Context: an optimization exercise on an open-source flow, tuned for small area, a short achievable clock period and few clock cycles per item. The choices shown serve that exercise and are no tape-out recipe.
Only simulation tests tie the RTL to the original design; equivalence was not proved.
Power figures rest on the tool's default switching activity, not on a simulated workload.

Setup of lane 2:
Design top_n_min_heap_tracker_top, start of the top module:
module top_n_min_heap_tracker_top #(
  parameter int unsigned TOP_COUNT = 32
) (
  input  logic        clk,
  input  logic        rst_n,
  input  logic        in_valid,
  output logic        in_ready,
  input  logic [31:0] in_sample_value,
  input  logic [63:0] in_sample_time,
  output logic        out_valid,
  input  logic        out_ready,
  output logic        out_accepted,
  output logic [31:0] out_evicted_value,
  output logic [63:0] out_evicted_time,
  output logic [31:0] out_min_value,
  output logic [63:0] out_min_time
);
For scale: roughly 13000 cells after synthesis, about 4200 flip-flops, about 300 I/O pins, ~170000 sq um of cells after synthesis.
export LEC_CHECK = 0
export ABC_CLOCK_PERIOD_IN_PS = 3000
export CAP_MARGIN = 30
export CORE_MARGIN = 2
export CORE_UTILIZATION = 50
export CTS_CLUSTER_DIAMETER = 100
export CTS_CLUSTER_SIZE = 20
export PLACE_DENSITY = 0.7
export SETUP_SLACK_MARGIN = 5
export SLEW_MARGIN = 35
create_clock -name core_clock -period 11.0 [get_ports {clk}]
standard.sh (not shown) runs the stock make flow with config.mk's settings and CLKGATE_MAP_FILE= SYNTH_SCRIPT=/design/flow/synth_recipe.tcl, a recipe that flattens the netlist after the stock synthesis.
==> flow/flow/run.sh <==
#!/bin/bash
set -euo pipefail
MARGIN=${MARGIN:-7.45}
sed -e "s/SETUP_SLACK_MARGIN=[0-9.-]*/SETUP_SLACK_MARGIN=${MARGIN} BUFFER_PORTS_ARGS='-buffer_cell sky130_fd_sc_hd__buf_2'/" \
  standard.sh > standard_margin.sh
bash standard_margin.sh > flow.log 2>&1
Testbench counts of lane 2, summed over its fixed seeds: cycles 5,479, items 3,200.
Setup changes, lane 2 to lane 3
==> flow/flow/run.sh <==
#!/bin/bash
set -euo pipefail
MARGIN=${MARGIN:-7}
sed -e "s/SETUP_SLACK_MARGIN=[0-9.-]*/SETUP_SLACK_MARGIN=${MARGIN} BUFFER_PORTS_ARGS='-buffer_cell sky130_fd_sc_hd__buf_2'/" \
  standard.sh > standard_margin.sh
bash standard_margin.sh > flow.log 2>&1
diff --git a/flow/config.mk b/flow/config.mk
--- a/flow/config.mk
+++ b/flow/config.mk
@@ -7,10 +7,10 @@
 export LEC_CHECK = 0
 export ABC_CLOCK_PERIOD_IN_PS = 3000
-export CAP_MARGIN = 30
+export CAP_MARGIN = 25
 export CORE_MARGIN = 2
 export CORE_UTILIZATION = 50
 export CTS_CLUSTER_DIAMETER = 100
-export CTS_CLUSTER_SIZE = 20
+export CTS_CLUSTER_SIZE = 25
 export PLACE_DENSITY = 0.7
 export SETUP_SLACK_MARGIN = 5
-export SLEW_MARGIN = 35
+export SLEW_MARGIN = 25
### Flow results
Lane 3 vs. lane 2: first-pass GRT wire length shows a reduction of 38 mm; proportion of layout cells with a drive suffix above 1 now smaller; setup slack after layout fell by 0.36 ns; net switching share of the total power lost 0.51 points; combinational power share now smaller.


## red
Starting RTL as in the previous note.
clock: 11.0 ns
lec_check: 0
abc_clock_period_in_ps: 3000
cap_margin: 30
core_margin: 2
core_utilization: 50
place_density: 0.7
setup_slack_margin: 5
slew_margin: 35
==> flow/flow/run.sh <==
#!/bin/bash
set -euo pipefail
MARGIN=${MARGIN:-7}
sed -e "s/SETUP_SLACK_MARGIN=[0-9.-]*/SETUP_SLACK_MARGIN=${MARGIN} BUFFER_PORTS_ARGS='-buffer_cell sky130_fd_sc_hd__buf_2'/" \
  standard.sh > standard_margin.sh
bash standard_margin.sh > flow.log 2>&1
red: flow completed, timing, DRC and antenna clean
Testbench counts of red, summed over its fixed seeds: cycles 5,479, items 3,200.
The inputs of blue differ from those of red as listed below.
Settings: CTS_CLUSTER_SIZE now 20, previously not set; CTS_CLUSTER_DIAMETER now 100, previously not set.
==> flow/flow/run.sh <==
#!/bin/bash
set -euo pipefail
MARGIN=${MARGIN:-7.2}
sed -e "s/SETUP_SLACK_MARGIN=[0-9.-]*/SETUP_SLACK_MARGIN=${MARGIN} BUFFER_PORTS_ARGS='-buffer_cell sky130_fd_sc_hd__buf_2'/" \
  standard.sh > standard_margin.sh
bash standard_margin.sh > flow.log 2>&1
Taking red as the reference point, the pin slew with the least headroom to its limit of blue rises by 95 ps.
Cmp blue vs red: number of non-filler instances in the completed layout lower in blue
Hold slack came out higher on blue than on red.
Between red and blue, overall power after layout decreased.
blue ended up with a_r[83]$_DFF_P_ as its capture point of the critical path; red ended up with b_l[58]$_DFF_P_.
The relative contribution of combinational cells to total power in blue sits 2.6 points above the value recorded for red.

afterwards: timing with drivers on the ports:
How much do the figures lean on ideal ports? The routed layouts below were timed once more, with nothing changed but the port constraints. Step 1 assumes that a clkbuf_16 drives the clock port and a buf_2 every other input. Step 2, shift: input delay + t, output delay - t, t = (earliest + latest rising clock arrival at the registers) / 2. This alone moves slack from input paths to output paths. Three values: no drivers, after step 1, after step 2; two values: the first two.
| run | t, ns | setup slack, ns | worst setup path at the end | pins driven straight from the clock port |
|---|---|---|---|---|
| lane 2 | 1.067 | 7.263 / 7.152 / 7.049 | input to register | 1 |
| lane 3 | 1.028 | 6.907 / 6.907 / 6.584 | input to register | 1 |
| red | 1.039 | 6.918 / 6.918 / 6.718 | input to register | 1 |
| blue | 1.066 | 7.095 / 7.095 / 6.772 | input to register | 1 |
After both steps setup and hold are still met in every run listed.
